This design comes from an exercise in tuning for small area on the open sky130 flow, not from production work.
Only simulation tests tie the RTL to the original design; equivalence was not proved.
No activity file was given, so power comes from the tool's default toggle rates.

$ cat flow/config.mk
export PLATFORM = sky130hd
export DESIGN_NAME = host_link_top
export DESIGN_NICKNAME = host_link_top
export VERILOG_FILES = /design/flow/design.v
export SDC_FILE = /design/flow/constraint.sdc
export NUM_CORES = 4
export LEC_CHECK = 0
export CAP_MARGIN = 20
export CORE_MARGIN = 2
export CORE_UTILIZATION = 60
export SLEW_MARGIN = 20
$ cat flow/constraint.sdc
create_clock -name core_clock -period 6.0 [get_ports {BUS_CLK}]
set_input_delay 1.2000 -clock core_clock [delete_from_list [all_inputs] [get_ports {BUS_CLK}]]
set_output_delay 1.2000 -clock core_clock [all_outputs]
set_load 0.01 [all_outputs]
$ cat flow/design.v
`timescale 1ns/1ps
`default_nettype none
module host_link_top (
  input  wire logic        BUS_CLK,
  input  wire logic        rst_n,
  input  wire logic        wr_wren,
  input  wire logic [31:0] wr_data,
  output logic             wr_full,
  input  wire logic        rd_rden,
  output logic      [31:0] rd_data,
  output logic             rd_empty,
  output logic             rd_eof,
  output logic             app_running,
  output logic             app_error
);
  localparam logic [1:0] cls_nop   = 2'd0;
  localparam logic [1:0] cls_start = 2'd1;
  localparam logic [1:0] cls_bad   = 2'd2;
  localparam logic [1:0] cls_cfg   = 2'd3;
  logic [4:0]  c_cnt;       
  logic [1:0]  wph;         
  logic [1:0]  wcls;        
  logic [2:0]  cw;          
  logic [5:0]  cr;          
  logic [1:0]  word_cnt;    
  logic        cmd_valid;
  logic [31:0] p_mem [6];
  logic [31:0] e_mem [6];
  logic [5:0]  cfg_mem;
  logic        accept;
  logic        pop;
  logic        take;
  logic [1:0]  hcls;
  logic [31:0] p_in;
  logic [31:0] cp;          
  logic [31:0] ce;          
  logic        c_is_cfg;
  logic        c_start;
  logic        c_bad;
  assign accept  = wr_wren && (c_cnt != 5'd16);
  assign pop     = (c_cnt != 5'd0) && !cmd_valid;
  assign wr_full = (c_cnt >= 5'd14);
  always_comb begin
    if (wr_data[15:8] == 8'h00)                               hcls = cls_nop;
    else if (wr_data[15:0] == 16'h0108)                       hcls = cls_cfg;
    else if (wr_data[15:0] == 16'h0908)                       hcls = cls_start;
    else                                                      hcls = cls_bad;
  end
  assign p_in = {(wcls == cls_cfg) ? wr_data[31:30] : wcls, wr_data[29:0]};
  always_comb begin
    cp       = '0;
    ce       = '0;
    c_is_cfg = 1'b0;
    for (int i = 0; i < 6; i++) begin
      cp       = cp | ({32{cr[i]}} & p_mem[i]);
      ce       = ce | ({32{cr[i]}} & e_mem[i]);
      c_is_cfg = c_is_cfg | (cr[i] & cfg_mem[i]);
    end
  end
  assign c_start = !c_is_cfg && (cp[31:30] == cls_start);
  assign c_bad   = !c_is_cfg && (cp[31:30] == cls_bad);
  always_ff @(posedge BUS_CLK or negedge rst_n) begin
    if (!rst_n) begin
      c_cnt     <= '0;
      wph       <= '0;
      cw        <= '0;
      cr        <= 6'b000001;
      word_cnt  <= '0;
      cmd_valid <= 1'b0;
    end else begin
      if (accept && !pop)      c_cnt <= c_cnt + 5'd1;
      else if (!accept && pop) c_cnt <= c_cnt - 5'd1;
      if (accept) begin
        wph <= (wph == 2'd2) ? 2'd0 : wph + 2'd1;
        if (wph == 2'd2) cw <= (cw == 3'd5) ? 3'd0 : cw + 3'd1;
      end
      if (take) begin
        cmd_valid <= 1'b0;
        cr        <= {cr[4:0], cr[5]};
      end
      if (pop) begin
        if (word_cnt == 2'd2) begin
          word_cnt  <= 2'd0;
          cmd_valid <= 1'b1;
        end else begin
          word_cnt <= word_cnt + 2'd1;
        end
      end
    end
  end
  always_ff @(posedge BUS_CLK) begin
    if (accept && wph == 2'd0) wcls <= hcls;
    for (int i = 0; i < 6; i++) begin
      if (accept && wph == 2'd1 && cw == 3'(i)) begin
        p_mem[i]   <= p_in;
        cfg_mem[i] <= (wcls == cls_cfg);
      end
      if (accept && wph == 2'd2 && cw == 3'(i)) e_mem[i] <= wr_data;
    end
  end
  logic        running;
  logic        waiting;     
  logic        cfgv;        
  logic [15:0] stride;
  logic [31:0] expbits;
  logic [15:0] expc;
  logic [15:0] rem;         
  logic [15:0] pace;
  logic        first;       
  logic        done_seen;
  logic        frame_wren;
  logic        f_high;
  assign take        = cmd_valid && (!running || !c_is_cfg);
  assign frame_wren  = running && !waiting && !f_high;
  assign app_running = running;
  always_ff @(posedge BUS_CLK or negedge rst_n) begin
    if (!rst_n) begin
      running   <= 1'b0;
      waiting   <= 1'b0;
      cfgv      <= 1'b0;
      stride    <= '0;
      expbits   <= '0;
      done_seen <= 1'b0;
      app_error <= 1'b0;
    end else begin
      if (take) begin
        if (c_is_cfg) begin   
          stride  <= cp[31:16];
          expbits <= ce;
          cfgv    <= 1'b1;
        end
        if (c_bad) app_error <= 1'b1;
        if (c_start) begin
          if (running)                   app_error <= 1'b1;
          else if (cp[15:0] == 16'd0)    done_seen <= 1'b1;
          else                           running   <= 1'b1;
        end
      end
      if (frame_wren) begin
        if (rem == 16'd1) begin
          running   <= 1'b0;
          done_seen <= 1'b1;
        end else if (cfgv && expc[15:1] != 15'd0) begin
          waiting <= 1'b1;
        end
      end
      if (waiting && pace == expc) waiting <= 1'b0;
    end
  end
  always_ff @(posedge BUS_CLK) begin
    if (take && c_is_cfg) expc <= cp[15:0];
    if (take && c_start && !running) begin
      rem   <= cp[15:0];
      first <= 1'b1;
    end
    if (frame_wren) begin
      rem   <= rem - 16'd1;
      first <= 1'b0;
      pace  <= 16'd2;
    end else if (waiting) begin
      pace <= pace + 16'd1;
    end
  end
  logic [2:0]  f_cnt;
  logic [2:0]  fw;
  logic [5:0]  fr;
  logic        half;        
  logic [15:0] ridx;        
  logic [15:0] fs_mem [6];
  logic [31:0] fe_mem [6];
  logic [5:0]  ff_mem;
  logic [15:0] hs;
  logic [31:0] he;
  logic        hf;
  logic [15:0] hidx;
  logic        rtake;
  logic        frame_rden;
  assign f_high     = f_cnt[2] && f_cnt[1];   
  assign rd_empty   = (f_cnt == 3'd0);
  assign rtake      = rd_rden && !rd_empty;
  assign frame_rden = rtake && half;
  assign rd_eof     = !running && done_seen && rd_empty;   
  always_comb begin
    hs = '0;
    he = '0;
    hf = 1'b0;
    for (int i = 0; i < 6; i++) begin
      hs = hs | ({16{fr[i]}} & fs_mem[i]);
      he = he | ({32{fr[i]}} & fe_mem[i]);
      hf = hf | (fr[i] & ff_mem[i]);
    end
  end
  assign hidx    = hf ? 16'd0 : ridx;
  assign rd_data = half ? {hidx, hs} : he;
  always_ff @(posedge BUS_CLK or negedge rst_n) begin
    if (!rst_n) begin
      f_cnt <= '0;
      fw    <= '0;
      fr    <= 6'b000001;
      half  <= 1'b0;
    end else begin
      if (frame_wren && !frame_rden)      f_cnt <= f_cnt + 3'd1;
      else if (!frame_wren && frame_rden) f_cnt <= f_cnt - 3'd1;
      if (frame_wren) fw <= (fw == 3'd5) ? 3'd0 : fw + 3'd1;
      if (frame_rden) fr <= {fr[4:0], fr[5]};
      if (rtake) half <= !half;
    end
  end
  always_ff @(posedge BUS_CLK) begin
    for (int i = 0; i < 6; i++) begin
      if (frame_wren && fw == 3'(i)) begin
        fs_mem[i] <= stride;
        fe_mem[i] <= expbits;
        ff_mem[i] <= first;
      end
    end
    if (frame_rden) ridx <= hidx + 16'd1;
  end
endmodule
`default_nettype wire
$ cat flow/flow/run.sh
#!/bin/bash
# Standard ORFS layout, with a leaner clock tree (no dummy loads, larger sink
# clusters) and the smallest buffer for the port buffers.
set -euo pipefail
CTS="-sink_clustering_enable -repair_clock_nets -dont_use_dummy_load -sink_clustering_size ${CTS_SIZE:-25} -sink_clustering_max_diameter ${CTS_DIAM:-60}"
bash standard.sh \
  "CTS_ARGS=$CTS" \
  "BUFFER_PORTS_ARGS=-buffer_cell sky130_fd_sc_hd__buf_1" \
  finish > make_finish.log 2>&1
$ cat flow/standard.sh
#!/bin/bash
# synth_recipe.tcl (not shown) runs the flow's synth.tcl, then flattens the netlist and writes it again
# the make line also repeats each setting of config.mk as NAME=value (left out here)
make -C /OpenROAD-flow-scripts/flow DESIGN_CONFIG=/design/flow/config.mk WORK_HOME=/design/flow/orfs CLKGATE_MAP_FILE= SYNTH_SCRIPT=/design/flow/synth_recipe.tcl "${@:-finish}"
==> results.sh, run 1 <==
export IMPL_status="complete, no violations"
export IMPL_combPwrFrac_pct=4.8
export IMPL_p_int_mw=8.07
export IMPL_grt_pass1_wl_um=105000
export IMPL_path_cells="buf_4, a22oi_1, nand3_1, inv_2, and2_1, mux2_2, buf_1"
export IMPL_worstPathRequired_ns=4.80
export IMPL_htreeDepth=2
export IMPL_clkLatencyLatePin_ns=0.62
export IMPL_rsz0062_at_grt="false"
export IMPL_cts_made_buffers=48
export IMPL_worst_path_max_fanout=28
export IMPL_via_per_inst=6.51
export IMPL_placedCellCount=2531
export IMPL_placed_cell_area_um2=32200
export IMPL_drt_iter0_drc=1948
export IMPL_first_global_vias=16700
export IMPL_grt_max_degree=67
export IMPL_synthTopCellsByCount="734 x edfxtp_1, 173 x a22oi_1, 115 x nor2_1"
export IMPL_fin_crit_ns=4.40
export IMPL_utilization_pct=65.2
export IMPL_cts_resized=0
export IMPL_ant_nets=0
export IMPL_synthTopCellsByArea="edfxtp_1 71%, dfrtp_1 6.7%, a22oi_1 4.2%"
export IMPL_num_rows=83
export IMPL_fmax_mhz=227
export IMPL_syn_area_um2=31000
export IMPL_power_share_switching_pct=20.9
export IMPL_cts_sinks=836
export IMPL_pin_count=73
export IMPL_grt_use_total_pct=26.7
export IMPL_ir_drop_mv=0.299
export IMPL_p_clk_share_pct=30.6
export IMPL_finalHoldViolations=0
export IMPL_skew_ns=0.0427
export IMPL_synth_cell_types=58
export IMPL_initial_core_util_pct=60.6
export IMPL_yosysTopAreaCellShare_pct=71.0
export IMPL_postCtsSetupRepairBufs=0
export IMPL_startpoint_type="register"
export IMPL_seq_area_frac_synth_pct=79.0
export IMPL_cts_root_buf="clkbuf_16"
export IMPL_ys_warn_count=5
export IMPL_power_leakage_nw=10.0
export IMPL_drc_errors=0
export IMPL_cp_arrival_ns=3.20
export IMPL_wire_per_inst_um=27.1
export IMPL_overflow=0
export IMPL_max_stage_delay_ns=0.72
export IMPL_min_delay_start="app_error$_DFFE_PN0P_"
export IMPL_antenna_found_initial=2
export IMPL_maxCapViolCount=0
export IMPL_syn_to_final_growth_pct=7.54
export IMPL_pwr_share_seq_pct=64.5
export IMPL_powerDensity_nw_per_um2=306
export IMPL_worstMarginPinSlew_ns=0.980
export IMPL_worstReg2RegStart="fr[5]$_DFFE_PN0P_"
export IMPL_cts_buffer_depth=3
export IMPL_path_buf_inv=3
export IMPL_fin_nets=1950
export IMPL_cts_hold_buf=0
export IMPL_path_delay_family="buffers and inverters"
export IMPL_slew_headroom_pct=34.6
export IMPL_die_h_um=231
export IMPL_place_congestion=0.824
export IMPL_fin_cells=2581
export IMPL_routed_via_count=16800
export IMPL_synth_flop_cell="edfxtp_1"
export IMPL_setup_violations=0
export IMPL_crit_start="fr[5]$_DFFE_PN0P_"
export IMPL_fillers=3573
export IMPL_worst_path_max_delay_cell="dfrtp_2"
export IMPL_crit_type="register to output pin"
export IMPL_synthCells=1847
export IMPL_portBuffers=72
export IMPL_synth_nets=1896
export IMPL_die_x_um=231
export IMPL_timing_hold_worst_class="register to register"
export IMPL_end_kind="output pin"
export IMPL_drv_slew=0
export IMPL_dp_hpwl_um=39600
export IMPL_synth_area_per_cell_um2=16.8
export IMPL_yosysMostFrequentCell="edfxtp_1"
export IMPL_synth_edf_count=734
export IMPL_fin_area_um2=33400
export IMPL_synth_top_cell_by_area="edfxtp_1"
export IMPL_clkTransAtPathRegs_ns=0.09
export IMPL_wl_um=70000
export IMPL_synth_seq_cells=836
export IMPL_dr_pass1_iters=6
export IMPL_synthArstFlopShare_pct=10.2
export IMPL_min_period_over_period_pct=73.3
export IMPL_drive_gt1_share_pct=8.11
export IMPL_p_sw_mw=2.13
export IMPL_dieArea_um2=53600
export IMPL_cts_tree="yes"
export IMPL_core_um2=51200
placed cells by master (no fill, tap or decap), types with 40 or more instances in the layout:
| cell | netlist | final |
|---|---|---|
| a221oi_1 | 59 | 59 |
| nand2_1 | 64 | 64 |
| buf_4 | 0 | 40 |
| buf_1 | 5 | 71 |
| a22oi_1 | 173 | 173 |
| nor2_1 | 115 | 105 |
| nand3_1 | 45 | 45 |
| dfrtp_1 | 83 | 72 |
| clkbuf_16 | 0 | 48 |
| edfxtp_1 | 734 | 734 |
| a31oi_1 | 63 | 63 |
| a22o_1 | 46 | 46 |
| a21oi_1 | 44 | 44 |
cell families after synthesis:
group,Yosys count,synth area share [%]
compound gates,459,11.0
simple gates,325,5.28
buf+inv,133,1.76
xor+xnor,63,1.78
mux,18,0.645
flops,836,79.0
fa+ha+maj,13,0.572
layer usage:
| layer | track usage (%) | share of wire [%] |
|---|---|---|
| met1 | 38.9 | 44 |
| met2 | 42.3 | 48 |
| met3 | 4.80 | 6.5 |
| met4 | 6.88 | 2.0 |
| met5 | 0 | 0 |
path summary, 6_finish.rpt:
kind,depth (start not counted),endpoint,slack [ns]
hold / removal,1,app_error$_DFFE_PN0P_,0.48
max in group asynchronous,2,cr[3]$_DFFE_PN0P_,4.07
setup / recovery,7,rd_data[17],1.60
hold reg to reg,1,app_error$_DFFE_PN0P_,0.48
min in group asynchronous,1,expbits[16]$_DFFE_PN0P_,0.68
setup reg to reg,12,ridx[14]$_DFFE_PP_,2.55
flip-flops by register name (all words and copies together) (netlist names), 3 cells and up:
register,count
p_mem,192
c_cnt,5
pace,16
cw,3
ff_mem,6
fe_mem,192
fs_mem,96
rem,16
expbits,32
f_cnt,3
e_mem,192
stride,16
fr,6
expc,16
cr,6
fw,3
cfg_mem,6
ridx,16
layout make-up:
class / instances / area [um2] / share of cell area [%]
flip-flops and latches: 836 / 24500 / 73.5
repair buffers: 114 / 609 / 1.83
diodes: 2 / 5.00 / 0.0150
well taps: 680 / 851 / 2.55
inverters: 23 / 86.3 / 0.259
clock buffers: 48 / 1200 / 3.60
multi-input cells: 878 / 6100 / 18.3
power groups by stage:
stage	clock [mW]	sequential, mW	combinational [mW]
after floorplan	0	6.70	0.289
after global placement	0	6.70	0.489
after detailed placement	0	6.71	0.501
after CTS	3.19	6.58	0.501
after global routing	3.38	6.60	0.554
final	3.13	6.58	0.491
worst register-to-register path: stages (launching register included):
cell     delay, ns
dfrtp_2       0.62
buf_4         0.36
a22oi_1       0.23
nand3_1       0.40
inv_2         0.37
nand2_1       0.16
inv_1         0.09
ha_1          0.23
nand2_1       0.11
nor2_1        0.23
nand4_1       0.15
xnor2_1       0.16
nor2_1        0.06
metrics by stage:
| stage | setup TNS, ns | hold WS (ns) | setup WS (ns) | total power, mW |
|---|---|---|---|---|
| 2_1_floorplan | -24.63 | 0.429 | -0.251 | 6.99 |
| 3_3_place_gp | 0 | 0.455 | 2.22 | 7.19 |
| 3_5_place_dp | 0 | 0.454 | 2.22 | 7.21 |
| 4_1_cts | 0 | 0.477 | 1.57 | 10.3 |
| 5_1_grt | 0 | 0.503 | 1.43 | 10.5 |
| 6_report | 0 | 0.479 | 1.60 | 10.2 |
==> inputs of run 2 (changes only) <==
--- a/flow/flow/run.sh
+++ b/flow/flow/run.sh
@@ -4,3 +4,3 @@
 set -euo pipefail
-CTS="-sink_clustering_enable -repair_clock_nets -dont_use_dummy_load -sink_clustering_size ${CTS_SIZE:-25} -sink_clustering_max_diameter ${CTS_DIAM:-60}"
+CTS="-sink_clustering_enable -repair_clock_nets -dont_use_dummy_load -sink_clustering_size ${CTS_SIZE:-35} -sink_clustering_max_diameter ${CTS_DIAM:-60}"
 bash standard.sh \
--- a/flow/config.mk
+++ b/flow/config.mk
@@ -9,3 +9,3 @@
 export CORE_MARGIN = 2
-export CORE_UTILIZATION = 60
+export CORE_UTILIZATION = 70
 export SLEW_MARGIN = 20
==> results.sh, run 2 <==
export IMPL_drive_gt1_share_pct=7.53
export IMPL_htreeDepth=2
export IMPL_num_rows=77
export IMPL_wl_um=66900
export IMPL_cts_resized=0
export IMPL_synth_flop_cell="edfxtp_1"
export IMPL_maxCapViolCount=0
export IMPL_finalHoldViolations=0
export IMPL_worstMarginPinSlew_ns=1.04
export IMPL_grt_use_total_pct=29.5
export IMPL_portBuffers=72
export IMPL_cts_sinks=836
export IMPL_final_common_cell="edfxtp_1"
export IMPL_syn_area_um2=31000
export IMPL_setup_tns_ns=0
export IMPL_rsz0062_at_grt="false"
export IMPL_synth_cell_types=58
export IMPL_yosysMostFrequentCell="edfxtp_1"
export IMPL_power_leakage_nw=9.94
export IMPL_placedCellCount=2436
export IMPL_worst_path_max_fanout=25
export IMPL_seq_area_frac_synth_pct=79.0
export IMPL_fin_crit_ns=4.17
export IMPL_cp_arrival_ns=2.97
export IMPL_end_kind="output pin"
export IMPL_power_share_switching_pct=20.8
export IMPL_slew_headroom_pct=31.0
export IMPL_utilization_pct=75.1
export IMPL_die_h_um=215
export IMPL_p_sw_mw=2.09
export IMPL_antenna_found_initial=2
export IMPL_die_x_um=215
export IMPL_dr_pass1_iters=8
export IMPL_routed_wl_met2_um=32100
export IMPL_fin_nets=1938
export IMPL_skew_ns=0.0568
export IMPL_synthArstFlopShare_pct=10.2
export IMPL_grt_max_degree=97
export IMPL_wire_per_inst_um=27.0
export IMPL_status="complete, no violations"
export IMPL_pin_count=73
export IMPL_p_clk_share_pct=29.2
export IMPL_drt_met1_wl_um=28300
export IMPL_ir_drop_mv=0.327
export IMPL_final_cell_mix="734 x edfxtp_1, 173 x a22oi_1, 105 x nor2_1, 72 x dfrtp_1, 71 x buf_1"
export IMPL_startpoint_type="register"
export IMPL_fin_ws_ns=1.83
export IMPL_powerDensity_nw_per_um2=303
export IMPL_drv_slew=0
export IMPL_yosysTopAreaCellShare_pct=71.0
export IMPL_pwr_share_seq_pct=65.8
export IMPL_synth_nets=1896
export IMPL_crit_type="register to output pin"
export IMPL_met3_length_um=5100
export IMPL_synth_top_cell_by_area="edfxtp_1"
export IMPL_clkTransAtPathRegs_ns=0.08
export IMPL_fmax_mhz=240
export IMPL_setup_violations=0
export IMPL_synthTopCellsByArea="edfxtp_1 71%, dfrtp_1 6.7%, a22oi_1 4.2%"
export IMPL_first_global_vias=16700
export IMPL_p_int_mw=7.93
export IMPL_cts_hold_buf=0
export IMPL_drc_errors=0
export IMPL_timing_hold_worst_class="register to register"
export IMPL_fin_area_um2=33100
export IMPL_antenna_cells=0
export IMPL_fillers=2631
export IMPL_ys_warn_count=5
export IMPL_min_period_over_period_pct=69.5
export IMPL_dp_hpwl_um=37800
export IMPL_synth_edf_count=734
export IMPL_dieArea_um2=46000
export IMPL_grt_pass1_wl_um=102000
export IMPL_clkLatencyLatePin_ns=0.61
export IMPL_fin_cells=2479
export IMPL_cts_root_buf="clkbuf_16"
export IMPL_highest_layer="met5"
export IMPL_dp_slack_ns=2.27
export IMPL_drt_iter0_drc=1934
export IMPL_combPwrFrac_pct=5.0
export IMPL_cts_buffer_depth=3
export IMPL_worstPathRequired_ns=4.80
export IMPL_routed_via_count=16900
export IMPL_reg2reg_slack_ns=2.46
export IMPL_placed_cell_area_um2=32000
export IMPL_syn_to_final_growth_pct=6.57
export IMPL_cts_made_buffers=43
export IMPL_synthCells=1847
export IMPL_core_um2=44000
export IMPL_synth_area_per_cell_um2=16.8
export IMPL_synth_seq_cells=836
export IMPL_initial_core_util_pct=70.5
export IMPL_postCtsSetupRepairBufs=0
export IMPL_overflow=0
export IMPL_cts_tree="yes"
export IMPL_via_per_inst=6.83
export IMPL_ant_nets=0
export IMPL_synthTopCellsByCount="734 x edfxtp_1, 173 x a22oi_1, 115 x nor2_1"
export IMPL_place_congestion=0.836
export IMPL_top_regs="e_mem: 192 flops, fe_mem: 192 flops, p_mem: 192 flops"
[run 2: worst paths after layout]
kind                                   start                      end  depth (start not counted)
setup reg to reg           running$_DFF_PN0_  fs_mem[3][11]$_DFFE_PP_                          5
hold / removal              cfgv$_DFFE_PN0P_         cfgv$_DFFE_PN0P_                          1
min in group asynchronous              rst_n        fr[2]$_DFFE_PN0P_                          1
hold reg to reg             cfgv$_DFFE_PN0P_         cfgv$_DFFE_PN0P_                          1
setup / recovery           fr[0]$_DFFE_PN1P_              rd_data[17]                          6
max in group asynchronous              rst_n    stride[1]$_DFFE_PN0P_                          2
[run 2: metal layers]
metal | vias up | track usage (%)
met2 | 649 | 47.0
li1 | 7461 | -
met4 | 2 | 7.41
met3 | 81 | 4.43
met1 | 8736 | 44.2
met5 | - | 0
[run 2: cell families after synthesis]
logic type / share of synthesized area [%]
XOR/XNOR: 1.78
flip-flops: 79.0
adder cells (fa/ha/maj): 0.572
AO/OA/AOI/OAI: 11.0
AND/OR/NAND/NOR: 5.28
buffers and inverters: 1.76
multiplexers: 0.645
[run 2: worst max-delay path, cell delays in order (launching register included)]
cell	delay [ns]
dfstp_2	0.92
a22oi_1	0.18
nand3_1	0.43
inv_2	0.24
and2_1	0.23
mux2_2	0.26
buf_1	0.12
[run 2: area by class of cell]
class                      count  area [um2]  share of cell area [%]
inverter                      23        86.3                   0.261
tap                          592         741                    2.24
clock buffer                  43        1080                    3.25
timing repair buffer         107         549                    1.66
multi-input combinational    878        6100                    18.4
sequential                   836       24500                    74.1
[run 2: through the flow]
step	hold WS, ns	power, mW
floorplan	0.429	6.99
global placement	0.460	7.19
detailed placement	0.462	7.22
CTS	0.488	10.1
global route	0.515	10.3
finish	0.488	10.0
[run 2: power groups by stage]
stage | Combinational, mW | Sequential [mW] | Clock, mW
5_1_grt | 0.559 | 6.60 | 3.13
3_3_place_gp | 0.486 | 6.70 | 0
4_1_cts | 0.509 | 6.59 | 2.95
3_5_place_dp | 0.507 | 6.72 | 0
6_report | 0.505 | 6.59 | 2.92
2_1_floorplan | 0.289 | 6.70 | 0
==> inputs of run 3 (changes only) <==
--- a/flow/design.v
+++ b/flow/design.v
@@ -26,5 +26,10 @@
   logic        cmd_valid;
-  logic [31:0] p_mem [6];
-  logic [31:0] e_mem [6];
-  logic [5:0]  cfg_mem;
+  logic [2:0]  wcur;        
+  logic        wsep;        
+  logic [2:0]  rcur;        
+  logic        rsep;        
+  logic [2:0]  rslot;       
+  logic [17:0] q_mem [6];   
+  logic [15:0] ps_mem [3];  
+  logic [31:0] pe_mem [3];  
   logic        accept;
@@ -33,5 +38,6 @@
   logic [1:0]  hcls;
-  logic [31:0] p_in;
-  logic [31:0] cp;          
-  logic [31:0] ce;          
+  logic [17:0] cq;
+  logic [15:0] cparam;      
+  logic [15:0] cstride;
+  logic [31:0] ce;
   logic        c_is_cfg;
@@ -48,15 +54,17 @@
   end
-  assign p_in = {(wcls == cls_cfg) ? wr_data[31:30] : wcls, wr_data[29:0]};
+  assign rslot = rsep ? {rcur[1:0], rcur[2]} : rcur;
   always_comb begin
-    cp       = '0;
-    ce       = '0;
-    c_is_cfg = 1'b0;
-    for (int i = 0; i < 6; i++) begin
-      cp       = cp | ({32{cr[i]}} & p_mem[i]);
-      ce       = ce | ({32{cr[i]}} & e_mem[i]);
-      c_is_cfg = c_is_cfg | (cr[i] & cfg_mem[i]);
-    end
-  end
-  assign c_start = !c_is_cfg && (cp[31:30] == cls_start);
-  assign c_bad   = !c_is_cfg && (cp[31:30] == cls_bad);
+    cq      = '0;
+    cstride = '0;
+    ce      = '0;
+    for (int i = 0; i < 6; i++) cq = cq | ({18{cr[i]}} & q_mem[i]);
+    for (int i = 0; i < 3; i++) begin
+      cstride = cstride | ({16{rslot[i]}} & ps_mem[i]);
+      ce      = ce      | ({32{rslot[i]}} & pe_mem[i]);
+    end
+  end
+  assign cparam   = cq[15:0];
+  assign c_is_cfg = (cq[17:16] == cls_cfg);
+  assign c_start  = (cq[17:16] == cls_start);
+  assign c_bad    = (cq[17:16] == cls_bad);
   always_ff @(posedge BUS_CLK or negedge rst_n) begin
@@ -69,2 +77,6 @@
       cmd_valid <= 1'b0;
+      wcur      <= 3'b001;
+      wsep      <= 1'b0;
+      rcur      <= 3'b001;
+      rsep      <= 1'b0;
     end else begin
@@ -75,2 +87,7 @@
         if (wph == 2'd2) cw <= (cw == 3'd5) ? 3'd0 : cw + 3'd1;
+        if (wph == 2'd0 && hcls == cls_cfg && wsep) begin
+          wcur <= {wcur[1:0], wcur[2]};
+          wsep <= 1'b0;
+        end
+        if (wph == 2'd0 && hcls == cls_start) wsep <= 1'b1;
       end
@@ -79,2 +96,7 @@
         cr        <= {cr[4:0], cr[5]};
+        if (c_is_cfg) begin
+          rcur <= rslot;
+          rsep <= 1'b0;
+        end
+        if (c_start) rsep <= 1'b1;
       end
@@ -93,7 +115,7 @@
     for (int i = 0; i < 6; i++) begin
-      if (accept && wph == 2'd1 && cw == 3'(i)) begin
-        p_mem[i]   <= p_in;
-        cfg_mem[i] <= (wcls == cls_cfg);
-      end
-      if (accept && wph == 2'd2 && cw == 3'(i)) e_mem[i] <= wr_data;
+      if (accept && wph == 2'd1 && cw == 3'(i)) q_mem[i] <= {wcls, wr_data[15:0]};
+    end
+    for (int i = 0; i < 3; i++) begin
+      if (accept && wph == 2'd1 && wcls == cls_cfg && wcur[i]) ps_mem[i] <= wr_data[31:16];
+      if (accept && wph == 2'd2 && wcls == cls_cfg && wcur[i]) pe_mem[i] <= wr_data;
     end
@@ -127,3 +149,3 @@
         if (c_is_cfg) begin   
-          stride  <= cp[31:16];
+          stride  <= cstride;
           expbits <= ce;
@@ -134,3 +156,3 @@
           if (running)                   app_error <= 1'b1;
-          else if (cp[15:0] == 16'd0)    done_seen <= 1'b1;
+          else if (cparam == 16'd0)    done_seen <= 1'b1;
           else                           running   <= 1'b1;
@@ -150,5 +172,5 @@
   always_ff @(posedge BUS_CLK) begin
-    if (take && c_is_cfg) expc <= cp[15:0];
+    if (take && c_is_cfg) expc <= cparam;
     if (take && c_start && !running) begin
-      rem   <= cp[15:0];
+      rem   <= cparam;
       first <= 1'b1;
--- a/flow/flow/run.sh
+++ b/flow/flow/run.sh
@@ -4,3 +4,3 @@
 set -euo pipefail
-CTS="-sink_clustering_enable -repair_clock_nets -dont_use_dummy_load -sink_clustering_size ${CTS_SIZE:-35} -sink_clustering_max_diameter ${CTS_DIAM:-60}"
+CTS="-sink_clustering_enable -repair_clock_nets -dont_use_dummy_load -sink_clustering_size ${CTS_SIZE:-30} -sink_clustering_max_diameter ${CTS_DIAM:-50}"
 bash standard.sh \
--- a/flow/config.mk
+++ b/flow/config.mk
@@ -9,3 +9,3 @@
 export CORE_MARGIN = 2
-export CORE_UTILIZATION = 70
+export CORE_UTILIZATION = 75
 export SLEW_MARGIN = 20
==> results.sh, run 3 <==
export IMPL_clkTransAtPathRegs_ns=0.06
export IMPL_cts_sinks=706
export IMPL_dp_hpwl_um=32400
export IMPL_worst_path_max_fanout=33
export IMPL_finalHoldViolations=0
export IMPL_fin_ws_ns=1.48
export IMPL_cts_root_buf="clkbuf_16"
export IMPL_end_kind="output pin"
export IMPL_powerDensity_nw_per_um2=302
export IMPL_synth_flop_cell="edfxtp_1"
export IMPL_crit_start="fr[0]$_DFFE_PN1P_"
export IMPL_die_h_um=192
export IMPL_skew_ns=0.0504
export IMPL_drc_errors=0
export IMPL_max_stage_delay_ns=1.02
export IMPL_top_regs="fe_mem: 192 flops, q_mem: 108 flops"
export IMPL_path_delay_family="flip-flops"
export IMPL_fin_crit_ns=4.52
export IMPL_yosysMostFrequentCell="edfxtp_1"
export IMPL_via_per_inst=7.02
export IMPL_fin_nets=1715
export IMPL_initial_core_util_pct=76.3
export IMPL_dr_pass1_iters=12
export IMPL_cts_made_buffers=45
export IMPL_path_buf_inv=2
export IMPL_worstReg2RegStart="fr[0]$_DFFE_PN1P_"
export IMPL_yosysTopAreaCellShare_pct=67.8
export IMPL_grt_use_total_pct=31.1
export IMPL_cts_resized=0
export IMPL_synth_area_per_cell_um2=16.3
export IMPL_ys_warn_count=6
export IMPL_timing_hold_worst_class="register to register"
export IMPL_crit_type="register to output pin"
export IMPL_status="complete, no violations"
export IMPL_startpoint_type="register"
export IMPL_antenna_found_initial=0
export IMPL_final_cell_mix="596 x edfxtp_1, 124 x a22oi_1, 105 x nor2_1, 85 x a21oi_1, 83 x dfrtp_1"
export IMPL_synth_edf_count=596
export IMPL_grt_max_degree=87
export IMPL_portBuffers=72
export IMPL_pin_count=73
export IMPL_fin_cells=2120
export IMPL_synthCells=1616
export IMPL_synth_nets=1665
export IMPL_placedCellCount=2074
export IMPL_slew_headroom_pct=22.5
export IMPL_setup_violations=0
export IMPL_utilization_pct=81.7
export IMPL_synthArstFlopShare_pct=13.2
export IMPL_largest_reg_flops=192
export IMPL_num_rows=68
export IMPL_synth_cell_types=54
export IMPL_htreeDepth=2
export IMPL_core_um2=34600
export IMPL_clkLatencyLatePin_ns=0.61
export IMPL_min_period_over_period_pct=75.4
export IMPL_path_cells="a22oi_1, nand3_1, inv_1, and2_1, mux2_2, buf_1"
export IMPL_regMostFlops="fe_mem"
export IMPL_drt_iter0_drc=2055
export IMPL_place_congestion=0.816
export IMPL_rsz0062_at_grt="false"
export IMPL_syn_to_final_growth_pct=7.13
export IMPL_wire_per_inst_um=26.4
export IMPL_crit_cells=6
export IMPL_grt_pass1_wl_um=84000
export IMPL_fillers=1785
export IMPL_overflow=0
export IMPL_power_leakage_nw=8.67
export IMPL_worst_path_max_delay_cell="dfstp_2"
export IMPL_wl_um=55900
export IMPL_drive_gt1_share_pct=8.05
export IMPL_synthTopCellsByArea="edfxtp_1 68%, dfrtp_1 8.4%, a22oi_1 3.5%"
export IMPL_cts_buffer_depth=3
export IMPL_syn_area_um2=26400
export IMPL_final_common_cell="edfxtp_1"
export IMPL_cts_hold_buf=0
export IMPL_synthTopCellsByCount="596 x edfxtp_1, 124 x a22oi_1, 105 x nor2_1"
export IMPL_cp_arrival_ns=3.32
export IMPL_synth_top_cell_by_area="edfxtp_1"
export IMPL_worstPathRequired_ns=4.80
export IMPL_cts_tree="yes"
export IMPL_ir_drop_mv=0.343
export IMPL_postCtsSetupRepairBufs=0
export IMPL_first_global_vias=14600
export IMPL_r2r_cells=10
export IMPL_routed_via_count=14900
export IMPL_worstMarginPinSlew_ns=1.16
export IMPL_min_delay_start="cfgv$_DFFE_PN0P_"
export IMPL_drv_slew=0
export IMPL_synth_seq_cells=706
export IMPL_fmax_mhz=221
export IMPL_dp_slack_ns=2.11
export IMPL_die_x_um=192
export IMPL_maxCapViolCount=0
export IMPL_total_power_mw=8.54
export IMPL_dieArea_um2=36700
export IMPL_seq_area_frac_synth_pct=77.9
export IMPL_worstHoldPathCells=1
export IMPL_ant_nets=0
run 3: changes by cell type in the layout (fill, tap and decap cells not counted), moves of 9 or more:
cell	before	now
a21oi_1	44	85
a221oi_1	59	13
a222oi_1	32	80
a22o_1	46	0
a22oi_1	173	124
a31oi_1	63	19
buf_4	34	24
dfrtp_1	72	83
edfxtp_1	734	596
mux2_2	16	25
nor2_4	10	0
run 3: final cells by class:
type | instances | area, um2 | share of cell area [%]
Sequential cell | 706 | 20600 | 72.7
Multi-Input combinational cell | 796 | 5460 | 19.3
Clock buffer | 45 | 1130 | 3.98
Tap cell | 455 | 569 | 2.01
Timing Repair Buffer | 97 | 474 | 1.68
Inverter | 20 | 75.1 | 0.265
Antenna cell | 1 | 2.50 | 0.00885
run 3: worst paths after layout:
path | slack (ns) | endpoint
setup / recovery | 1.48 | rd_data[17]
hold / removal | 0.49 | cfgv$_DFFE_PN0P_
setup reg to reg | 2.55 | ridx[10]$_DFFE_PP_
hold reg to reg | 0.49 | cfgv$_DFFE_PN0P_
max in group asynchronous | 4.14 | expbits[24]$_DFFE_PN0P_
min in group asynchronous | 0.58 | expbits[10]$_DFFE_PN0P_
run 3: logic make-up after synthesis:
group,count (synthesis),synth area share (%)
flops,706,77.9
buf+inv,114,1.69
compound gates,370,10.2
fa+ha+maj,13,0.673
simple gates,326,6.35
mux,27,1.14
xor+xnor,60,1.99
run 3: routing by layer:
layer / GRT usage [%] / wire length, um
met5: 0 / 0
met4: 8.82 / 1220
met3: 4.99 / 5900
met2: 48.8 / 26700
met1: 46.6 / 22000
run 3: through the flow:
stage / TNS (ns) / hold slack [ns] / instance area, um2
after global placement: 0 / 0.455 / 27200
after detailed placement: 0 / 0.475 / 27200
after global routing: 0 / 0.503 / 28300
after CTS: 0 / 0.491 / 28300
final: 0 / 0.491 / 28300
after floorplan: -86.74 / 0.429 / 26400
run 3: where the power goes:
part / switching (mW) / internal, mW / total (mW)
clock: 1.42 / 1.33 / 2.75
sequential: 0.0762 / 5.38 / 5.45
combinational: 0.204 / 0.136 / 0.341
total: 1.70 / 6.84 / 8.54
==> inputs of run 4 (changes only) <==
--- a/flow/flow/run.sh
+++ b/flow/flow/run.sh
@@ -4,3 +4,3 @@
 set -euo pipefail
-CTS="-sink_clustering_enable -repair_clock_nets -dont_use_dummy_load -sink_clustering_size ${CTS_SIZE:-30} -sink_clustering_max_diameter ${CTS_DIAM:-50}"
+CTS="-sink_clustering_enable -repair_clock_nets -dont_use_dummy_load -sink_clustering_size ${CTS_SIZE:-25} -sink_clustering_max_diameter ${CTS_DIAM:-60}"
 bash standard.sh \
--- a/flow/config.mk
+++ b/flow/config.mk
@@ -9,3 +9,3 @@
 export CORE_MARGIN = 2
-export CORE_UTILIZATION = 75
+export CORE_UTILIZATION = 60
 export SLEW_MARGIN = 20
==> results.sh, run 4 <==
export IMPL_htreeDepth=2
export IMPL_yosysTopAreaCellShare_pct=67.8
export IMPL_pin_count=73
export IMPL_die_h_um=214
export IMPL_postCtsSetupRepairBufs=0
export IMPL_grt_use_total_pct=25.1
export IMPL_synth_area_per_cell_um2=16.3
export IMPL_cts_root_buf="clkbuf_16"
export IMPL_synth_cell_types=54
export IMPL_cts_made_buffers=42
export IMPL_synthAdderAreaFrac_pct=0.673
export IMPL_power_leakage_nw=8.66
export IMPL_dieArea_um2=45700
export IMPL_cts_tree="yes"
export IMPL_status="complete, no violations"
export IMPL_portBuffers=72
export IMPL_cts_resized=0
export IMPL_dp_hpwl_um=33200
export IMPL_via_per_inst=6.37
export IMPL_synth_compound_area_share_pct=10.2
export IMPL_worstPathRequired_ns=4.80
export IMPL_core_um2=43300
export IMPL_fillers=3049
export IMPL_synthCells=1616
export IMPL_synth_flop_cell="edfxtp_1"
export IMPL_overflow=0
export IMPL_synth_top_family_by_area="compound AO/OA/AOI/OAI gates"
export IMPL_cts_sinks=706
export IMPL_finalHoldViolations=0
export IMPL_initial_core_util_pct=61.0
export IMPL_synth_nets=1665
export IMPL_utilization_pct=65.6
export IMPL_wire_per_inst_um=25.1
export IMPL_dp_slack_ns=2.43
export IMPL_final_cell_mix="596 x edfxtp_1, 124 x a22oi_1, 105 x nor2_1, 85 x a21oi_1, 83 x dfrtp_1"
export IMPL_clkTransAtPathRegs_ns=0.07
export IMPL_path_buf_inv=2
export IMPL_worst_path_max_delay_cell="dfrtp_2"
export IMPL_skew_ns=0.0604
export IMPL_maxCapViolCount=0
export IMPL_synthTopCellsByArea="edfxtp_1 68%, dfrtp_1 8.4%, a22oi_1 3.5%"
export IMPL_synthArstFlopShare_pct=13.2
export IMPL_synthTopCellsByCount="596 x edfxtp_1, 124 x a22oi_1, 105 x nor2_1"
export IMPL_powerDensity_nw_per_um2=299
export IMPL_fin_ws_ns=1.82
export IMPL_regMostFlops="fe_mem"
export IMPL_synth_edf_count=596
export IMPL_drc_errors=0
export IMPL_grt_pass1_wl_um=84600
export IMPL_ir_drop_mv=0.243
export IMPL_grt_max_degree=65
export IMPL_path_delay_family="flip-flops"
export IMPL_clkLatencyLatePin_ns=0.61
export IMPL_wl_um=56500
export IMPL_place_congestion=0.848
export IMPL_synth_simple_area_share_pct=6.35
export IMPL_min_period_over_period_pct=69.7
export IMPL_syn_area_um2=26400
export IMPL_timing_hold_worst_class="register to register"
export IMPL_setup_tns_ns=0
export IMPL_top_regs="fe_mem: 192 flops, q_mem: 108 flops"
export IMPL_synth_top_cell_by_area="edfxtp_1"
export IMPL_end_kind="output pin"
export IMPL_syn_to_final_growth_pct=7.55
export IMPL_first_global_vias=13600
export IMPL_ant_nets=0
export IMPL_largest_reg_flops=192
export IMPL_num_rows=76
export IMPL_dr_pass1_iters=8
export IMPL_cp_arrival_ns=2.98
export IMPL_final_common_cell="edfxtp_1"
export IMPL_synthMuxAreaShare_pct=1.14
export IMPL_rsz0062_at_grt="false"
export IMPL_path_cells="a22oi_1, nand3_1, inv_1, and2_1, mux2_2, buf_1"
export IMPL_drv_slew=0
export IMPL_cts_buffer_depth=3
export IMPL_setup_violations=0
export IMPL_antenna_cells=0
export IMPL_yosys_area_share_xor_xnor_pct=1.99
export IMPL_yosysMostFrequentCell="edfxtp_1"
export IMPL_seq_area_frac_synth_pct=77.9
export IMPL_antenna_found_initial=0
export IMPL_drive_gt1_share_pct=8.16
export IMPL_crit_type="register to output pin"
export IMPL_worstMarginPinSlew_ns=1.06
export IMPL_fin_crit_ns=4.18
export IMPL_drt_iter0_drc=1767
export IMPL_reg2reg_slack_ns=2.58
export IMPL_ys_warn_count=6
export IMPL_routed_via_count=14300
export IMPL_max_stage_delay_ns=0.77
export IMPL_startpoint_type="register"
export IMPL_cts_hold_buf=0
export IMPL_worst_path_max_fanout=27
export IMPL_synth_seq_cells=706
export IMPL_fmax_mhz=239
export IMPL_die_x_um=214
export IMPL_slew_headroom_pct=29.6
export IMPL_fin_nets=1717
run 4: changes by cell type in the layout (fill, tap and decap cells not counted):
cell       previous run  this run
diode_2               1         0
buf_12                1         0
clkbuf_16            45        42
buf_4                24        30
run 4: area by class of cell:
cell class	instances	area [um2]	area share, %
flip-flops and latches	706	20600	72.5
multi-input cells	796	5460	19.2
clock buffers	42	1050	3.70
well taps	585	732	2.58
repair buffers	102	499	1.76
inverters	20	75.1	0.264
run 4: logic make-up after synthesis:
| family | count (synthesis) |
|---|---|
| fa+ha+maj | 13 |
| simple gates | 326 |
| flops | 706 |
| mux | 27 |
| xor+xnor | 60 |
| compound gates | 370 |
| buf+inv | 114 |
run 4: metal layers:
metal | track usage, % | routed length [um] | up-vias
met2 | 37.0 | 25500 | 485
met5 | 0 | 0 | -
met1 | 40.2 | 26100 | 7275
met4 | 5.99 | 916 | 0
met3 | 3.54 | 3980 | 57
li1 | - | - | 6527
run 4: path summary, 6_finish.rpt:
path | cells after the start | from | to
worst max register to register | 10 | fr[1]$_DFFE_PN0P_ | ridx[12]$_DFFE_PP_
min in group asynchronous | 1 | rst_n | fr[2]$_DFFE_PN0P_
worst min-delay path | 1 | app_error$_DFFE_PN0N_ | app_error$_DFFE_PN0N_
max in group asynchronous | 2 | rst_n | expbits[19]$_DFFE_PN0P_
worst min register to register | 1 | app_error$_DFFE_PN0N_ | app_error$_DFFE_PN0N_
worst max-delay path | 6 | fr[1]$_DFFE_PN0P_ | rd_data[17]
run 4: power by group:
group	internal, mW	switching [mW]	total [mW]
Combinational	0.136	0.205	0.342
Clock	1.24	1.44	2.68
Sequential	5.38	0.0764	5.45
run 4: metrics by stage:
stage	cells	power [mW]	area [um2]	hold slack, ns
after floorplan	1616	5.78	26400	0.429
after CTS	2251	8.54	28400	0.473
final	2251	8.48	28400	0.477
after detailed placement	2209	5.91	27300	0.450
after global routing	2251	8.73	28400	0.484
after global placement	2209	5.89	27300	0.450
==> inputs of run 5 (changes only) <==
--- a/flow/flow/run.sh
+++ b/flow/flow/run.sh
@@ -4,3 +4,3 @@
 set -euo pipefail
-CTS="-sink_clustering_enable -repair_clock_nets -dont_use_dummy_load -sink_clustering_size ${CTS_SIZE:-25} -sink_clustering_max_diameter ${CTS_DIAM:-60}"
+CTS="-sink_clustering_enable -repair_clock_nets -dont_use_dummy_load -sink_clustering_size ${CTS_SIZE:-35} -sink_clustering_max_diameter ${CTS_DIAM:-60}"
 bash standard.sh \
--- a/flow/config.mk
+++ b/flow/config.mk
@@ -9,3 +9,3 @@
 export CORE_MARGIN = 2
-export CORE_UTILIZATION = 60
+export CORE_UTILIZATION = 70
 export SLEW_MARGIN = 20
==> results.sh, run 5 <==
export IMPL_grt_use_total_pct=29.2
export IMPL_cts_made_buffers=40
export IMPL_ys_warn_count=6
export IMPL_synth_seq_cells=706
export IMPL_fin_nets=1710
export IMPL_synth_flop_cell="edfxtp_1"
export IMPL_path_buf_inv=2
export IMPL_synth_nets=1665
export IMPL_cts_tree="yes"
export IMPL_initial_core_util_pct=70.6
export IMPL_clkTransAtPathRegs_ns=0.07
export IMPL_drt_iter0_drc=2140
export IMPL_first_global_vias=14300
export IMPL_syn_to_final_growth_pct=6.87
export IMPL_worst_path_max_fanout=18
export IMPL_grt_max_degree=67
export IMPL_regMostFlops="fe_mem"
export IMPL_antenna_cells=0
export IMPL_drive_gt1_share_pct=7.78
export IMPL_cts_root_buf="clkbuf_16"
export IMPL_num_rows=71
export IMPL_overflow=0
export IMPL_end_kind="output pin"
export IMPL_powerDensity_nw_per_um2=297
export IMPL_synthArstFlopShare_pct=13.2
export IMPL_placed_cell_area_um2=27200
export IMPL_rsz0062_at_grt="false"
export IMPL_via_per_inst=6.68
export IMPL_worst_path_max_delay_cell="dfstp_2"
export IMPL_final_common_cell="edfxtp_1"
export IMPL_path_cells="a22oi_1, nand3_1, inv_1, and2_1, mux2_2, buf_1"
export IMPL_max_stage_delay_ns=0.81
export IMPL_fmax_mhz=239
export IMPL_routed_via_count=14500
export IMPL_largest_reg_flops=192
export IMPL_pin_count=73
export IMPL_ir_drop_mv=0.280
export IMPL_cp_arrival_ns=2.99
export IMPL_synthTopCellsByArea="edfxtp_1 68%, dfrtp_1 8.4%, a22oi_1 3.5%"
export IMPL_synthTopCellsByCount="596 x edfxtp_1, 124 x a22oi_1, 105 x nor2_1"
export IMPL_ant_nets=0
export IMPL_top_regs="fe_mem: 192 flops, q_mem: 108 flops"
export IMPL_die_x_um=198
export IMPL_postCtsSetupRepairBufs=0
export IMPL_maxCapViolCount=0
export IMPL_syn_area_um2=26400
export IMPL_setup_violations=0
export IMPL_clkLatencyLatePin_ns=0.59
export IMPL_cts_resized=0
export IMPL_wire_per_inst_um=25.5
export IMPL_cts_buffer_depth=3
export IMPL_slew_headroom_pct=25.7
export IMPL_crit_type="register to output pin"
export IMPL_power_leakage_nw=8.61
export IMPL_yosysMostFrequentCell="edfxtp_1"
export IMPL_worstPathRequired_ns=4.80
export IMPL_synth_cell_types=54
export IMPL_fin_crit_ns=4.19
export IMPL_startpoint_type="register"
export IMPL_synth_top_cell_by_area="edfxtp_1"
export IMPL_fin_area_um2=28200
export IMPL_min_period_over_period_pct=69.8
export IMPL_synthCells=1616
export IMPL_final_cell_mix="596 x edfxtp_1, 124 x a22oi_1, 105 x nor2_1, 85 x a21oi_1, 83 x dfrtp_1"
export IMPL_core_um2=37400
export IMPL_synth_area_per_cell_um2=16.3
export IMPL_synth_edf_count=596
export IMPL_worstReg2RegStart="fr[5]$_DFFE_PN0P_"
export IMPL_status="complete, no violations"
export IMPL_portBuffers=72
export IMPL_min_delay_start="app_error$_DFFE_PN0N_"
export IMPL_dp_hpwl_um=32900
export IMPL_fin_ws_ns=1.81
export IMPL_grt_pass1_wl_um=84500
export IMPL_utilization_pct=75.4
export IMPL_finalHoldViolations=0
export IMPL_place_congestion=0.826
export IMPL_path_delay_family="flip-flops"
export IMPL_die_h_um=198
export IMPL_drv_slew=0
export IMPL_worstMarginPinSlew_ns=1.11
export IMPL_skew_ns=0.0455
export IMPL_seq_area_frac_synth_pct=77.9
export IMPL_dr_pass1_iters=9
export IMPL_wl_um=55300
export IMPL_dieArea_um2=39300
export IMPL_crit_start="fr[0]$_DFFE_PN1P_"
export IMPL_drc_errors=0
export IMPL_antenna_found_initial=0
export IMPL_cts_hold_buf=0
export IMPL_dp_slack_ns=2.31
export IMPL_cts_sinks=706
export IMPL_yosysTopAreaCellShare_pct=67.8
export IMPL_htreeDepth=2
export IMPL_timing_hold_worst_class="register to register"
## run 5: final timing paths
check	to	slack, ns	cells past startpoint
setup / recovery	rd_data[17]	1.81	6
hold / removal	app_error$_DFFE_PN0N_	0.47	1
setup reg to reg	ridx[14]$_DFFE_PP_	2.66	10
hold reg to reg	app_error$_DFFE_PN0N_	0.47	1
max in group asynchronous	rcur[0]$_DFFE_PN1P_	4.12	2
min in group asynchronous	fr[4]$_DFFE_PN0P_	0.72	1
## run 5: routing by layer
| metal | vias to the layer above | GRT usage [%] | wire (um) |
|---|---|---|---|
| met1 | 7234 | 44.9 | 23400 |
| met5 | - | 0 | 0 |
| met3 | 61 | 6.35 | 5480 |
| met2 | 696 | 43.9 | 25600 |
| li1 | 6502 | - | - |
| met4 | 0 | 6.29 | 835 |
## run 5: kinds of logic (layout without fill, tap and decap cells)
group / count (synthesis) / after routing / synth area share (%)
and+or+nand+nor: 326 / 326 / 6.35
xor gates and xnor gates: 60 / 60 / 1.99
AOI/OAI and AO/OA: 370 / 370 / 10.2
DFF: 706 / 706 / 77.9
buffers and inverters: 114 / 157 / 1.69
muxes: 27 / 27 / 1.14
adders and majority gates: 13 / 13 / 0.673
## run 5: layout make-up
class | instances | area (um2)
Tap cell | 511 | 639
Inverter | 20 | 75.1
Sequential cell | 706 | 20600
Fill cell | 2241 | 9180
Timing Repair Buffer | 97 | 462
Clock buffer | 40 | 1000
Multi-Input combinational cell | 796 | 5460
## run 5: metrics by stage
step	instances	hold slack, ns	TNS [ns]	total power [mW]
finish	2170	0.467	0	8.37
global route	2170	0.487	0	8.63
CTS	2170	0.467	0	8.41
detailed placement	2130	0.446	0	5.91
global placement	2130	0.444	0	5.89
floorplan	1616	0.429	-86.74	5.78
## run 5: power by group
group	internal [mW]	total [mW]	switching, mW
combinational	0.136	0.343	0.206
clock	1.19	2.57	1.39
sequential	5.38	5.46	0.0782
==> inputs of run 6 (changes only) <==
--- a/flow/design.v
+++ b/flow/design.v
@@ -168,3 +168,3 @@
       end
-      if (waiting && pace == expc) waiting <= 1'b0;
+      if (waiting && pace == 16'd2) waiting <= 1'b0;
     end
@@ -180,6 +180,4 @@
       first <= 1'b0;
-      pace  <= 16'd2;
-    end else if (waiting) begin
-      pace <= pace + 16'd1;
-    end
+    end
+    pace <= waiting ? pace - 16'd1 : expc;
   end
==> results.sh, run 6 <==
export IMPL_status="complete, no violations"
export IMPL_antenna_found_initial=1
export IMPL_first_global_vias=14200
export IMPL_ys_warn_count=6
export IMPL_grt_max_degree=66
export IMPL_multi_input_area_um2=5370
export IMPL_worst_path_max_delay_cell="dfstp_2"
export IMPL_fin_ws_ns=1.83
export IMPL_end_kind="output pin"
export IMPL_path_buf_inv=2
export IMPL_synthTopCellsByCount="596 x edfxtp_1, 125 x a22oi_1, 111 x nor2_1"
export IMPL_drive_gt1_share_pct=7.63
export IMPL_pin_count=73
export IMPL_r2r_cells=6
export IMPL_synth_edf_count=596
export IMPL_yosysTopAreaCellShare_pct=68.0
export IMPL_clkTransAtPathRegs_ns=0.08
export IMPL_syn_area_um2=26300
export IMPL_cts_tree="yes"
export IMPL_maxCapViolCount=0
export IMPL_seq_area_um2=20600
export IMPL_syn_to_final_growth_pct=6.57
export IMPL_synth_seq_cells=706
export IMPL_ant_nets=0
export IMPL_fin_cells=2163
export IMPL_dr_pass1_iters=8
export IMPL_drv_slew=0
export IMPL_reg2reg_slack_ns=2.82
export IMPL_drc_errors=0
export IMPL_fillers=2302
export IMPL_worstMarginPinSlew_ns=1.06
export IMPL_synthTopCellsByArea="edfxtp_1 68%, dfrtp_1 8.5%, a22oi_1 3.6%"
export IMPL_cts_sinks=706
export IMPL_regMostFlops="fe_mem"
export IMPL_drt_iter0_drc=1960
export IMPL_finalHoldViolations=0
export IMPL_power_leakage_nw=8.57
export IMPL_initial_core_util_pct=70.4
export IMPL_final_common_cell="edfxtp_1"
export IMPL_powerDensity_nw_per_um2=296
export IMPL_synth_flop_cell="edfxtp_1"
export IMPL_min_delay_start="cfgv$_DFFE_PN0P_"
export IMPL_via_per_inst=6.72
export IMPL_path_delay_family="flip-flops"
export IMPL_startpoint_type="register"
export IMPL_rsz0062_at_grt="false"
export IMPL_dp_slack_ns=2.21
export IMPL_cts_hold_buf=0
export IMPL_max_stage_delay_ns=0.95
export IMPL_wl_um=53900
export IMPL_worstPathRequired_ns=4.80
export IMPL_met3_length_um=4920
export IMPL_clkLatencyLatePin_ns=0.58
export IMPL_antenna_cells=0
export IMPL_synth_nets=1663
export IMPL_top_regs="fe_mem: 192 flops, q_mem: 108 flops"
export IMPL_seq_area_frac_synth_pct=78.1
export IMPL_synth_cell_types=58
export IMPL_dp_hpwl_um=32200
export IMPL_fin_nets=1704
export IMPL_worstReg2RegStart="cr[1]$_DFFE_PN0N_"
export IMPL_ir_drop_mv=0.281
export IMPL_cts_made_buffers=38
export IMPL_num_rows=71
export IMPL_yosysMostFrequentCell="edfxtp_1"
export IMPL_hold_end="cfgv$_DFFE_PN0P_"
export IMPL_setup_violations=0
export IMPL_postCtsSetupRepairBufs=0
export IMPL_min_period_over_period_pct=69.5
export IMPL_fmax_mhz=240
export IMPL_synth_top_cell_by_area="edfxtp_1"
export IMPL_worst_path_max_fanout=27
export IMPL_place_congestion=0.820
export IMPL_die_x_um=198
export IMPL_crit_type="register to output pin"
export IMPL_synthCells=1613
export IMPL_path_cells="buf_4, a22oi_1, and4_1, a31oi_1, buf_1"
export IMPL_grt_use_total_pct=28.3
export IMPL_final_cell_mix="596 x edfxtp_1, 125 x a22oi_1, 111 x nor2_1, 98 x a21oi_1, 83 x dfrtp_1"
export IMPL_total_power_mw=8.30
export IMPL_portBuffers=72
export IMPL_cts_resized=0
export IMPL_slew_headroom_pct=29.5
export IMPL_grt_pass1_wl_um=82400
export IMPL_highest_layer="met4"
export IMPL_routed_wl_met2_um=25100
export IMPL_fin_crit_ns=4.17
export IMPL_synth_area_per_cell_um2=16.3
export IMPL_r2r_end="expbits[2]$_DFFE_PN0P_"
export IMPL_largest_reg_flops=192
export IMPL_core_um2=37400
export IMPL_cts_buffer_depth=3
export IMPL_htreeDepth=2
export IMPL_routed_via_count=14500
export IMPL_overflow=0
export IMPL_worstHoldPathCells=1
export IMPL_drt_met1_wl_um=23000
export IMPL_cts_root_buf="clkbuf_16"
export IMPL_cp_arrival_ns=2.97
export IMPL_dieArea_um2=39200
export IMPL_placedCellCount=2125
export IMPL_timing_hold_worst_class="register to register"
export IMPL_skew_ns=0.0506
export IMPL_synthArstFlopShare_pct=13.2
export IMPL_hold_ws_ns=0.478
export IMPL_wire_per_inst_um=24.9
export IMPL_die_h_um=198
[run 6: cell types whose count changed in the layout (fill, tap and decap cells not counted), sizes merged, moves of 4 or more]
cell   previous run  this run
nand4            11         5
xnor2            27        32
nor2            105       111
nand2            64        60
o21ai            29        25
xor2             33        15
nor3             15        19
a21oi            88       101
[run 6: worst register-to-register path, stage by stage, from the launching register on]
cell      delay [ns]
dfrtp_1         0.89
a22oi_1         0.19
and3_1          0.28
and4bb_4        0.90
buf_4           0.58
nor2_1          0.11
a21oi_1         0.14
[run 6: logic make-up (layout without fill, tap and decap cells)]
| logic type | Yosys count | in the layout | share of synthesized area [%] |
|---|---|---|---|
| DFF | 706 | 706 | 78.1 |
| xor gates and xnor gates | 47 | 47 | 1.56 |
| AOI/OAI and AO/OA | 379 | 379 | 10.5 |
| muxes | 27 | 27 | 1.15 |
| and+or+nand+nor | 326 | 326 | 6.31 |
| buffers and inverters | 114 | 153 | 1.70 |
| adders and majority gates | 14 | 14 | 0.722 |
[run 6: layout make-up]
type / count / area share (%)
Sequential cell: 706 / 73.3
Multi-Input combinational cell: 793 / 19.1
Clock buffer: 38 / 3.39
Tap cell: 511 / 2.28
Timing Repair Buffer: 97 / 1.64
Inverter: 18 / 0.241
[run 6: worst max path at each step]
stage | end | depth (start not counted) | start
6_report | rd_data[11] | 5 | fr[0]$_DFFE_PN1P_
5_1_grt | rd_data[11] | 5 | fr[0]$_DFFE_PN1P_
4_1_cts | rd_data[11] | 5 | fr[0]$_DFFE_PN1P_
3_5_place_dp | pe_mem[1][13]$_DFFE_PP_ | 6 | wr_wren
3_3_place_gp | pe_mem[2][13]$_DFFE_PP_ | 6 | wr_wren
2_1_floorplan | fe_mem[4][0]$_DFFE_PP_ | 4 | running$_DFF_PN0_
[run 6: metal layers]
metal / vias to the layer above / GRT usage (%)
met5: - / 0
met4: 0 / 7.30
met3: 77 / 5.35
met2: 665 / 42.6
met1: 7319 / 43.7
li1: 6483 / -
[run 6: report_power, final]
group / switching, mW / internal [mW] / leakage, nW / total (mW)
clock: 1.38 / 1.13 / 0.468 / 2.51
combinational: 0.210 / 0.137 / 1.98 / 0.347
sequential: 0.0676 / 5.38 / 6.12 / 5.45
[run 6: per-stage QoR]
| stage | setup TNS, ns | cell area, um2 | util [%] |
|---|---|---|---|
| after floorplan | -26.25 | 26300 | - |
| after global placement | 0 | 27100 | 72.5 |
| after detailed placement | 0 | 27100 | 72.5 |
| after CTS | 0 | 28100 | 75.0 |
| after global routing | 0 | 28100 | 75.0 |
| final | 0 | 28100 | 75.0 |

[port drivers added, routing unchanged]
The flow's constraints put no driver on any port. The routed layouts listed below were extracted and timed again, unchanged, in two steps. Step 1 assumes that a clkbuf_16 drives the clock port and a buf_2 every other input. Step 2 times the ports against the registers' clock, not the clock port: input delays grow and output delays shrink by t, the midpoint of the rising clock arrivals with the driver on. Three values: no drivers, after step 1, after step 2; two values: the first two.
| run | t (ns) | slack for setup (ns) | worst data-port slew with drivers (ns) | pins driven straight from the clock port |
|---|---|---|---|---|
| run 1 | 0.661 | 1.600 / 1.536 / 2.197 | 0.07 | 1 |
| run 2 | 0.649 | 1.827 / 1.762 / 2.268 | 0.08 | 1 |
| run 3 | 0.631 | 1.478 / 1.426 / 2.057 | 0.07 | 1 |
| run 4 | 0.635 | 1.817 / 1.757 / 2.392 | 0.05 | 1 |
| run 5 | 0.620 | 1.810 / 1.753 / 2.339 | 0.06 | 1 |
| run 6 | 0.611 | 1.832 / 1.776 / 2.259 | 0.07 | 1 |
After both steps setup and hold are still met in every run listed.
